From an optimization exercise on the open Yosys and OpenROAD flow, aimed at small area, a short achievable clock period and few clock cycles per item; shortcuts taken in it are not production practice. In this exercise RTL edits were held to simulation tests only and were not proved equivalent to the original. Power figures rest on the tool's default switching activity, not on a simulated workload.

<file path="design/flow/design.v">
module periodic_timer_table #(
  parameter int TABLE_DEPTH   = 16,
  parameter int MS_PER_SECOND = 1000
) (
  input  logic        clk,
  input  logic        rst,
  input  logic        cmd_valid,
  output logic        cmd_ready,
  input  logic [2:0]  cmd_kind,
  input  logic [15:0] cmd_owner,
  input  logic [7:0]  cmd_method,
  input  logic        cmd_match_method,
  input  logic [31:0] cmd_interval_ms,
  input  logic        cmd_repeat_req,
  input  logic [31:0] cmd_schedule_s,
  input  logic [15:0] cmd_timer_id,
  output logic        rsp_valid,
  input  logic        rsp_ready,
  output logic [2:0]  rsp_status,
  output logic [15:0] rsp_result_id,
  output logic [15:0] rsp_result_owner,
  output logic [7:0]  rsp_result_method,
  output logic        rsp_last,
  input  logic        psel,
  input  logic        penable,
  input  logic        pwrite,
  input  logic [2:0]  paddr,
  input  logic [31:0] pwdata,
  output logic [31:0] prdata,
  output logic        pready
);
  localparam int MAX_RESULTS       = 16;
  localparam logic [15:0] CHECK_PERIOD_RST = 16'd1000;
  localparam logic REG_CHECK_PERIOD = 1'b0;
  typedef enum logic [2:0] {
    K_TICK         = 3'd0,
    K_PUSH_REL     = 3'd1,
    K_PUSH_ABS     = 3'd2,
    K_CANCEL_ID    = 3'd3,
    K_CANCEL_OWNER = 3'd4,
    K_SET_INTERVAL = 3'd5
  } kind_t;
  typedef enum logic [2:0] {
    ST_FIRED        = 3'd0,
    ST_PUSHED       = 3'd1,
    ST_FULL         = 3'd2,
    ST_CANCELLED    = 3'd3,
    ST_NOT_FOUND    = 3'd4,
    ST_INTERVAL_SET = 3'd5,
    ST_OWNER_NULL   = 3'd6
  } status_t;
  typedef enum logic [2:0] {
    S_IDLE, S_EXEC, S_SCAN, S_PEND, S_SEL, S_FIRE, S_EMIT, S_RESP
  } state_t;
  typedef struct packed {
    logic [47:0] deadline;
    logic [31:0] interval;
    logic        rpt;
    logic [15:0] owner;
    logic [7:0]  method;
    logic [15:0] id;
  } entry_t;
  function automatic logic [47:0] sat_add(input logic [47:0] a, input logic [31:0] b);
    logic [48:0] s;
    s = {1'b0, a} + {17'b0, b};
    sat_add = s[48] ? {48{1'b1}} : s[47:0];
  endfunction
  localparam int IW = $clog2(TABLE_DEPTH);
  localparam int CW = $clog2(TABLE_DEPTH + 1);
  localparam int FW = $clog2(MAX_RESULTS + 1);
  state_t state;
  state_t state_next;
  logic [15:0] period, countdown, next_id;
  logic [47:0] now_ms;
  logic [CW-1:0] seq, seq_m1, scan_idx, pend_cnt;
  logic [FW-1:0] fire_cnt;
  logic [TABLE_DEPTH-1:0] valid, pending;
  logic [IW-1:0] order [TABLE_DEPTH];
  kind_t       req_kind;
  logic [15:0] req_owner, req_tid;
  logic [7:0]  req_method;
  logic        req_mm, req_repeat;
  logic [31:0] req_interval, req_sched;
  logic [47:0] op_deadline;
  logic        found;
  logic [15:0] push_id;
  logic          issuing, scanning, scan_end, d_vld;
  logic [IW-1:0] rd_addr, d_idx;
  logic [120:0]  mem [TABLE_DEPTH];   
  entry_t        rdata;
  logic          best_vld;
  logic [IW-1:0] best_idx, best_ord;
  entry_t        best_ent;
  logic          fire_last;
  logic          mem_we, ord_rm, ord_nw, ord_push, hit, out_load, better;
  logic [IW-1:0] mem_waddr, ord_idx, r_ord;
  entry_t        mem_wdata;
  logic          dv;
  logic        o_valid, o_last;
  status_t     o_status;
  status_t     resp_status;
  logic [15:0] o_id, o_owner;
  logic [7:0]  o_method;
  logic cfg_we;
  assign pready = 1'b1;
  assign cfg_we = psel && penable && pwrite && (paddr[2] == REG_CHECK_PERIOD);
  assign prdata = (paddr[2] == REG_CHECK_PERIOD) ? {16'b0, period} : 32'b0;
  assign cmd_ready         = (state == S_IDLE);
  assign rsp_valid         = o_valid;
  assign rsp_status        = o_status;
  assign rsp_result_id     = o_id;
  assign rsp_result_owner  = o_owner;
  assign rsp_result_method = o_method;
  assign rsp_last          = o_last;
  assign seq_m1   = seq - CW'(1);
  assign scanning = (state == S_SCAN) || (state == S_PEND) || (state == S_SEL);
  assign issuing  = scanning && (scan_idx < CW'(TABLE_DEPTH));
  assign rd_addr  = scan_idx[IW-1:0];
  assign scan_end = scanning && !issuing && !d_vld;
  assign dv       = valid[d_idx];
  assign r_ord    = order[ord_idx];
  assign better = !best_vld || (rdata.deadline < best_ent.deadline) ||
                  ((rdata.deadline == best_ent.deadline) && (r_ord > best_ord));
  always_ff @(posedge clk) begin
    if (mem_we) mem[mem_waddr] <= mem_wdata;
    rdata <= mem[rd_addr];
  end
  always_ff @(posedge clk) begin
    if (rst) state <= S_IDLE;
    else     state <= state_next;
  end
  always_comb begin
    state_next = state;
    out_load   = 1'b0;
    case (state)
      S_IDLE: if (cmd_valid) state_next = S_EXEC;
      S_EXEC: begin
        case (req_kind)
          K_TICK:         state_next = (countdown <= 16'd1) ? S_PEND : S_IDLE;
          K_PUSH_REL, K_PUSH_ABS, K_CANCEL_ID, K_SET_INTERVAL: state_next = S_SCAN;
          K_CANCEL_OWNER: state_next = (req_owner == 16'd0) ? S_RESP : S_SCAN;
          default:        state_next = S_IDLE;
        endcase
      end
      S_SCAN: if (scan_end) state_next = S_RESP;
      S_PEND: if (scan_end) state_next = (pend_cnt == '0) ? S_IDLE : S_SEL;
      S_SEL:  if (scan_end) state_next = S_FIRE;
      S_FIRE: state_next = S_EMIT;
      S_EMIT: begin
        if (!o_valid || rsp_ready) begin
          out_load   = 1'b1;
          state_next = fire_last ? S_IDLE : S_SEL;
        end
      end
      S_RESP: begin
        if (!o_valid || rsp_ready) begin
          out_load   = 1'b1;
          state_next = S_IDLE;
        end
      end
      default: state_next = S_IDLE;
    endcase
  end
  always_comb begin
    mem_we    = 1'b0;
    mem_waddr = d_idx;
    mem_wdata = rdata;
    ord_rm    = 1'b0;
    ord_nw    = 1'b0;
    ord_push  = 1'b0;
    ord_idx   = d_idx;
    hit       = 1'b0;
    if (state == S_SCAN && d_vld) begin
      case (req_kind)
        K_PUSH_REL, K_PUSH_ABS: begin
          if (!found && !dv) begin
            hit                = 1'b1;
            ord_push           = 1'b1;
            mem_we             = 1'b1;
            mem_wdata.deadline = op_deadline;
            mem_wdata.interval = (req_kind == K_PUSH_REL) ? req_interval : 32'd0;
            mem_wdata.rpt      = (req_kind == K_PUSH_REL) ? req_repeat : 1'b0;
            mem_wdata.owner    = req_owner;
            mem_wdata.method   = req_method;
            mem_wdata.id       = next_id;
          end
        end
        K_CANCEL_ID: begin
          if (!found && dv && rdata.id == req_tid) begin
            hit    = 1'b1;
            ord_rm = 1'b1;
          end
        end
        K_CANCEL_OWNER: begin
          if (dv && rdata.owner == req_owner && (!req_mm || rdata.method == req_method)) begin
            hit    = 1'b1;
            ord_rm = 1'b1;
          end
        end
        K_SET_INTERVAL: begin
          if (!found && dv && rdata.id == req_tid) begin
            hit                = 1'b1;
            mem_we             = 1'b1;
            mem_wdata.interval = req_interval;
            mem_wdata.deadline = op_deadline;
            ord_nw             = 1'b1;
          end
        end
        default: ;
      endcase
    end
    if (state == S_FIRE) begin
      ord_idx   = best_idx;
      mem_waddr = best_idx;
      if (best_ent.rpt) begin
        mem_we             = 1'b1;
        mem_wdata          = best_ent;
        mem_wdata.deadline = sat_add(now_ms, best_ent.interval);
        ord_nw             = 1'b1;
      end else begin
        ord_rm = 1'b1;
      end
    end
  end
  always_comb begin
    case (req_kind)
      K_PUSH_REL, K_PUSH_ABS: resp_status = found ? ST_PUSHED : ST_FULL;
      K_CANCEL_ID:    resp_status = found ? ST_CANCELLED : ST_NOT_FOUND;
      K_CANCEL_OWNER: resp_status = (req_owner == 16'd0) ? ST_OWNER_NULL :
                                    (found ? ST_CANCELLED : ST_NOT_FOUND);
      K_SET_INTERVAL: resp_status = found ? ST_INTERVAL_SET : ST_NOT_FOUND;
      default:        resp_status = ST_NOT_FOUND;
    endcase
  end
  always_ff @(posedge clk) begin
    if (rst) begin
      valid   <= '0;
      seq     <= '0;
      next_id <= '0;
    end else begin
      if (ord_rm) begin
        valid[ord_idx] <= 1'b0;
        seq            <= seq_m1;
      end
      if (ord_push) begin
        valid[ord_idx] <= 1'b1;
        seq            <= seq + CW'(1);
        next_id        <= next_id + 16'd1;
      end
    end
  end
  always_ff @(posedge clk) begin
    for (int j = 0; j < TABLE_DEPTH; j++) begin
      if ((ord_rm || ord_nw) && valid[j] && order[j] > r_ord && IW'(j) != ord_idx)
        order[j] <= order[j] - IW'(1);
    end
    if (ord_nw)   order[ord_idx] <= seq_m1[IW-1:0];
    if (ord_push) order[ord_idx] <= seq[IW-1:0];
  end
  always_ff @(posedge clk) begin
    if (rst) begin
      now_ms    <= '0;
      countdown <= CHECK_PERIOD_RST;
      period    <= CHECK_PERIOD_RST;
    end else begin
      if (state == S_EXEC && req_kind == K_TICK) begin
        now_ms    <= now_ms + 48'd1;
        countdown <= (countdown <= 16'd1) ? period : countdown - 16'd1;
      end
      if (cfg_we && pwdata[15:0] != 16'd0) begin
        period    <= pwdata[15:0];
        countdown <= pwdata[15:0];
      end
    end
  end
  always_ff @(posedge clk) begin
    if (rst) begin
      d_vld    <= 1'b0;
      scan_idx <= '0;
      found    <= 1'b0;
      best_vld <= 1'b0;
      pend_cnt <= '0;
      fire_cnt <= '0;
    end else begin
      d_vld <= issuing;
      d_idx <= rd_addr;
      if (issuing) scan_idx <= scan_idx + CW'(1);
      if (cmd_valid && cmd_ready) begin
        req_kind     <= kind_t'(cmd_kind);
        req_owner    <= cmd_owner;
        req_method   <= cmd_method;
        req_mm       <= cmd_match_method;
        req_interval <= cmd_interval_ms;
        req_repeat   <= cmd_repeat_req;
        req_sched    <= cmd_schedule_s;
        req_tid      <= cmd_timer_id;
      end
      if (state == S_EXEC) begin
        scan_idx <= '0;
        found    <= 1'b0;
        pend_cnt <= '0;
        fire_cnt <= '0;
        best_vld <= 1'b0;
        if (req_kind == K_PUSH_ABS) op_deadline <= 48'(req_sched) * 48'(MS_PER_SECOND);
        else                        op_deadline <= sat_add(now_ms, req_interval);
      end
      if (hit) begin
        found <= 1'b1;
        if (ord_push) push_id <= next_id;
      end
      if (state == S_PEND && d_vld) begin
        pending[d_idx] <= dv && (rdata.deadline <= now_ms);
        if (dv && rdata.deadline <= now_ms) pend_cnt <= pend_cnt + CW'(1);
      end
      if (state == S_PEND && scan_end) scan_idx <= '0;
      if (state == S_SEL && d_vld && pending[d_idx] && better) begin
        best_vld <= 1'b1;
        best_idx <= d_idx;
        best_ord <= r_ord;
        best_ent <= rdata;
      end
      if (state == S_FIRE) begin
        pending[best_idx] <= 1'b0;
        pend_cnt          <= pend_cnt - CW'(1);
        fire_cnt          <= fire_cnt + FW'(1);
        fire_last         <= (pend_cnt == CW'(1)) || (fire_cnt == FW'(MAX_RESULTS - 1));
      end
      if (state == S_EMIT && out_load) begin
        scan_idx <= '0;
        best_vld <= 1'b0;
      end
    end
  end
  always_ff @(posedge clk) begin
    if (rst) begin
      o_valid <= 1'b0;
    end else if (out_load) begin
      o_valid <= 1'b1;
    end else if (rsp_ready) begin
      o_valid <= 1'b0;
    end
    if (out_load) begin
      if (state == S_EMIT) begin
        o_status <= ST_FIRED;
        o_id     <= best_ent.id;
        o_owner  <= best_ent.owner;
        o_method <= best_ent.method;
        o_last   <= fire_last;
      end else begin
        o_status <= resp_status;
        o_id     <= (resp_status == ST_PUSHED) ? push_id : 16'd0;
        o_owner  <= 16'd0;
        o_method <= 8'd0;
        o_last   <= 1'b1;
      end
    end
  end
endmodule
</file>
<file path="design/flow/config.mk">
export PLATFORM = sky130hd
export DESIGN_NAME = periodic_timer_table
export DESIGN_NICKNAME = periodic_timer_table
export VERILOG_FILES = /design/flow/design.v
export SDC_FILE = /design/flow/constraint.sdc
export NUM_CORES = 4
export LEC_CHECK = 0
export CAP_MARGIN = 30
export CORE_MARGIN = 2
export CORE_UTILIZATION = 40
export SLEW_MARGIN = 20
</file>
<file path="design/flow/constraint.sdc">
create_clock -name core_clock -period 10.0 [get_ports {clk}]
set_input_delay 2.0000 -clock core_clock [delete_from_list [all_inputs] [get_ports {clk}]]
set_output_delay 2.0000 -clock core_clock [all_outputs]
set_load 0.01 [all_outputs]
</file>
<file path="design/flow/run.sh">
#!/bin/bash
# synth_recipe.tcl (not shown) runs the flow's synth.tcl, then flattens the netlist and writes it again
# the make line also repeats each setting of config.mk as NAME=value (left out here)
make -C /OpenROAD-flow-scripts/flow DESIGN_CONFIG=/design/flow/config.mk WORK_HOME=/design/flow/orfs CLKGATE_MAP_FILE= SYNTH_SCRIPT=/design/flow/synth_recipe.tcl finish
</file>
==> notes.md <==
-- cells in the final DEF, fill, tap and decap left out, types with 120 or more instances in the layout --
cell type	count
inv_1	339
clkbuf_16	294
nor2_1	307
mux4_2	618
a21oi_1	255
clkdlybuf4s50_1	193
o21ai_0	173
ha_1	356
nand2_1	399
fa_1	120
edfxtp_1	2367
xnor2_1	153
dfxtp_1	255
-- state kept, by name, summed over array words and instances, names as in the netlist, 32 cells and up --
signal and cells:
op_deadline 48, rdata 121, req_sched 32, req_interval 32
best_ent 121, mem 1936, now_ms 48, order 64
-- worst register-to-register path, stage by stage, from the launching register on --
cell     delay, ns
dfxtp_1       0.80
inv_1         0.34
nor3_4        0.18
buf_4         0.36
a21oi_2       0.11
buf_4         0.24
inv_2         0.53
mux2i_1       0.20
mux4_2        0.50
a21oi_1       0.41
ha_1          0.34
nand4_1       0.22
nand4_1       0.24
o31ai_1       0.25
nand2_1       0.14
o21ai_4       0.09
buf_4         0.64
-- through the flow --
step	hold WS [ns]	setup slack, ns
after floorplan	0.4005	1.000
after global placement	0.4156	3.861
after detailed placement	0.4207	3.869
after CTS	0.4230	3.902
after global routing	0.4420	3.527
final	0.4379	3.900
-- power by group through the flow --
stage,clock network (mW),registers [mW],logic [mW]
global placement,0,13.6,8.74
global route,11.1,13.4,9.88
finish,10.5,13.4,9.07
detailed placement,0,13.6,8.90
CTS,10.7,13.4,8.97
floorplan,0,13.3,5.80
-- worst max path at each step --
stage                                from                     end  slack [ns]  cells past startpoint
floorplan                             rst   best_ent[0]$_DFFE_PP_        1.00                      6
global route        state[2]$_SDFFE_PP0P_  best_ent[41]$_DFFE_PP_        3.53                     18
detailed placement  state[0]$_SDFFE_PP0P_  best_ent[18]$_DFFE_PP_        3.87                     17
finish              state[0]$_SDFFE_PP0P_  best_ent[41]$_DFFE_PP_        3.90                     16
CTS                 state[2]$_SDFFE_PP0P_  best_ent[41]$_DFFE_PP_        3.90                     16
global placement    state[0]$_SDFFE_PP0P_  best_ent[18]$_DFFE_PP_        3.86                     16
-- cell type report --
type	count	share of cell area [%]
clock inverters	131	1.090
diodes	3	0.005720
well taps	3762	3.586
clock buffers	388	5.980
inverters	360	1.121
repair buffers	367	2.624
multi-input cells	3601	27.48
flip-flops and latches	2626	58.12
-- per-layer routing --
metal  part of all wire [%]  wire, um
met4                    2.6      7885
met2                     47    141600
met3                    6.9     20910
met5                 0.0076        23
met1                     44    133600
-- synthesized netlist by cell type (40+ instances only) --
master,number,area share [%]
nand2b_1,40,0.22
o21ai_0,174,0.76
nor2b_1,65,0.35
xnor2_1,154,1.2
nand2_1,400,1.3
xor2_1,89,0.68
buf_1,55,0.18
a21oi_1,259,1.1
fa_1,120,2.1
edfxtp_1,2367,62
dfxtp_1,259,4.5
inv_1,356,1.2
nor3_1,74,0.32
clkbuf_1,202,0.66
ha_1,356,3.9
a32oi_1,46,0.35
mux2i_1,95,0.83
a31oi_1,94,0.51
a21o_1,81,0.53
nand3_1,102,0.45
mux4_2,618,12
and3_1,41,0.22
and2_1,41,0.22
nor2_1,311,1.0
nand4_1,83,0.45
-- logic make-up (layout without fill, tap and decap cells) --
group / after synthesis / count (layout)
muxes: 715 / 715
other: 2 / 20
buffers and inverters: 662 / 1246
DFF: 2626 / 2626
adders and majority gates: 476 / 476
AOI/OAI and AO/OA: 887 / 887
xor gates and xnor gates: 243 / 243
and+or+nand+nor: 1263 / 1263
==> reports/results.ini <==
[clocking]
cts_setup_buffers = 0
clock-sinks = 2626
post_cts_resized = 0
clk_latency_ns = 0.92
tritoncts = done
clockBufferDepth = 4
cts_made_buffers = 286
cts_hold_buf = 0
cts_max_level = 5
clkTransAtPathRegs_ns = 0.06
cts-root-buf = clkbuf_16

[layout]
fill_cells = 24233
fin_area_um2 = 131300
fin_util_pct = 46.06
drive_gt1_share_pct = 17.81
seq_area_um2 = 76280
multiInputGateArea_um2 = 36060
nets = 7869
finalNonFillerCells = 11238
synthToLayoutAreaGrowth_pct = 14.53

[grt]
grt_max_degree = 131
grt_pass1_vias = 64289
met1_usage_pct = 30.02
grt.met3_usage_pct = 2.696
busiest_layer = met2
antenna_found_initial = 11
grt_usage_pct = 20.57
grt_pass1_wl_um = 443800
met2_usage_pct = 32.48
grt_overflow_total = 0

[logic_synthesis]
async_reset_ff_share_pct = 0
syn-cell-area_um2 = 114600
yosysWarningCount = 1
syn_area_per_cell_um2 = 16.67
ys_types = 92
synth_top_family_by_area = multiplexers
synth_compound_area_share_pct = 5.054
synth_edf_count = 2367
ys_seq_area_share_pct = 66.55
synthMuxAreaShare_pct = 13.00
synthAdderAreaFrac_pct = 5.983
synthSimpleGateAreaFrac_pct = 5.265
ys.flop_type = edfxtp_1
synth-xor-area-share_pct = 1.857
synthCells = 6874
ys_ff_latch = 2626

[min_path]
hp-class = reg -> reg
holdPathStages = 0
whs_endpoint = best_ent[54]$_DFFE_PP_
min-delay-start = rdata[54]$_DFF_P_

[route]
drc = 0
drtIter0Drc = 7080
firstDrtPassIters = 6
vias_per_cell = 5.729
routedWlPerCell_um = 27.06
wirelength_um = 304100
vias = 64383
antenna_left = 0

[floorplan]
pin_count = 230
coreArea_um2 = 285000
die_x_um = 539.2
die_h_um = 539.2
die-area_um2 = 290800
rows = 196
start_util_pct = 40.21

[worst_setup_path]
cp_top_family = buffers and inverters
crit_buf_inv = 5
cp_slowest_cell = dfxtp_1
cp-end-kind = flip-flop
crit_path_max_fanout = 54
cp_data_required_time_ns = 10.47
rr_worst_depth = 16
crit_type = reg -> reg
cp.arrival_ns = 6.57
max_stage_delay_ns = 0.80
r2r-start = state[0]$_SDFFE_PP0P_
worst-r2r-setup-slack_ns = 3.90
crit_chain = inv_1, nor3_4, buf_4, a21oi_2, buf_4, inv_2, mux2i_1, mux4_2, a21oi_1, ha_1, nand4_1, nand4_1, o31ai_1, nand2_1, o21ai_4, buf_4
r2r_end = best_ent[41]$_DFFE_PP_
critPathLaunchType = flip-flop
cp_common_cell = buf_4

[power]
p_sw_mw = 10.50
power_mw = 32.91
combPwrFrac_pct = 27.6
cell_internal_pwr_mw = 22.41
swShare_pct = 31.90
p_clk_share_pct = 31.9
irDropWorstVdd_mv = 0.4022
powerDensity_nw_per_um2 = 250.8
power.leakage_nw = 43.98
power_frac_seq_pct = 40.6

[timing]
setup_tns_ns = 0
finalCritPeriodShare_pct = 61.00
setup_viol = 0
drv_slew = 0
fin_crit_ns = 6.100
rsz0062_at_grt = false
fin_skew_ns = 0.09604
hold_viol = 0
slew_headroom_pct = 29.63
max_freq_mhz = 163.9
worst_pin_slew_ns = 1.056

[job]
drv_cap = 0

[place]
dp.cells = 10674
port_buffers = 194
gp_congestion = 0.8901
dpl_cell_area_um2 = 121500
hpwl_um = 176700

[run_status]
status = complete, no violations

Testbench counts, summed over its fixed seeds: cycles 115,222, commands 4,808.

## port drivers added, routing unchanged
The results above use ideal ports. As a check the final layout listed here was re-extracted and re-timed, cells and wires unchanged. Step 1 assumes that a clkbuf_16 drives the clock port and a buf_2 every other input. Step 2 moves the port delays by t, midway between the first and last clock arrival at a register: inputs arrive t later, outputs are due t later. That takes back most of the time a late clock gives input paths. Three values: ideal, step 1, step 2; two values: the first two.
shift t [ns]: 0.970
setup WS [ns]: 3.900 / 3.900 / 3.900
worst register clock-pin slew, ns: 0.07 / 0.07
worst slew at a driven data input, ns: 0.09
After both steps this run still meets setup and hold. For this run, drivers alone change the setup slack by 0.000 ns; drivers and shift together by 0.000 ns.
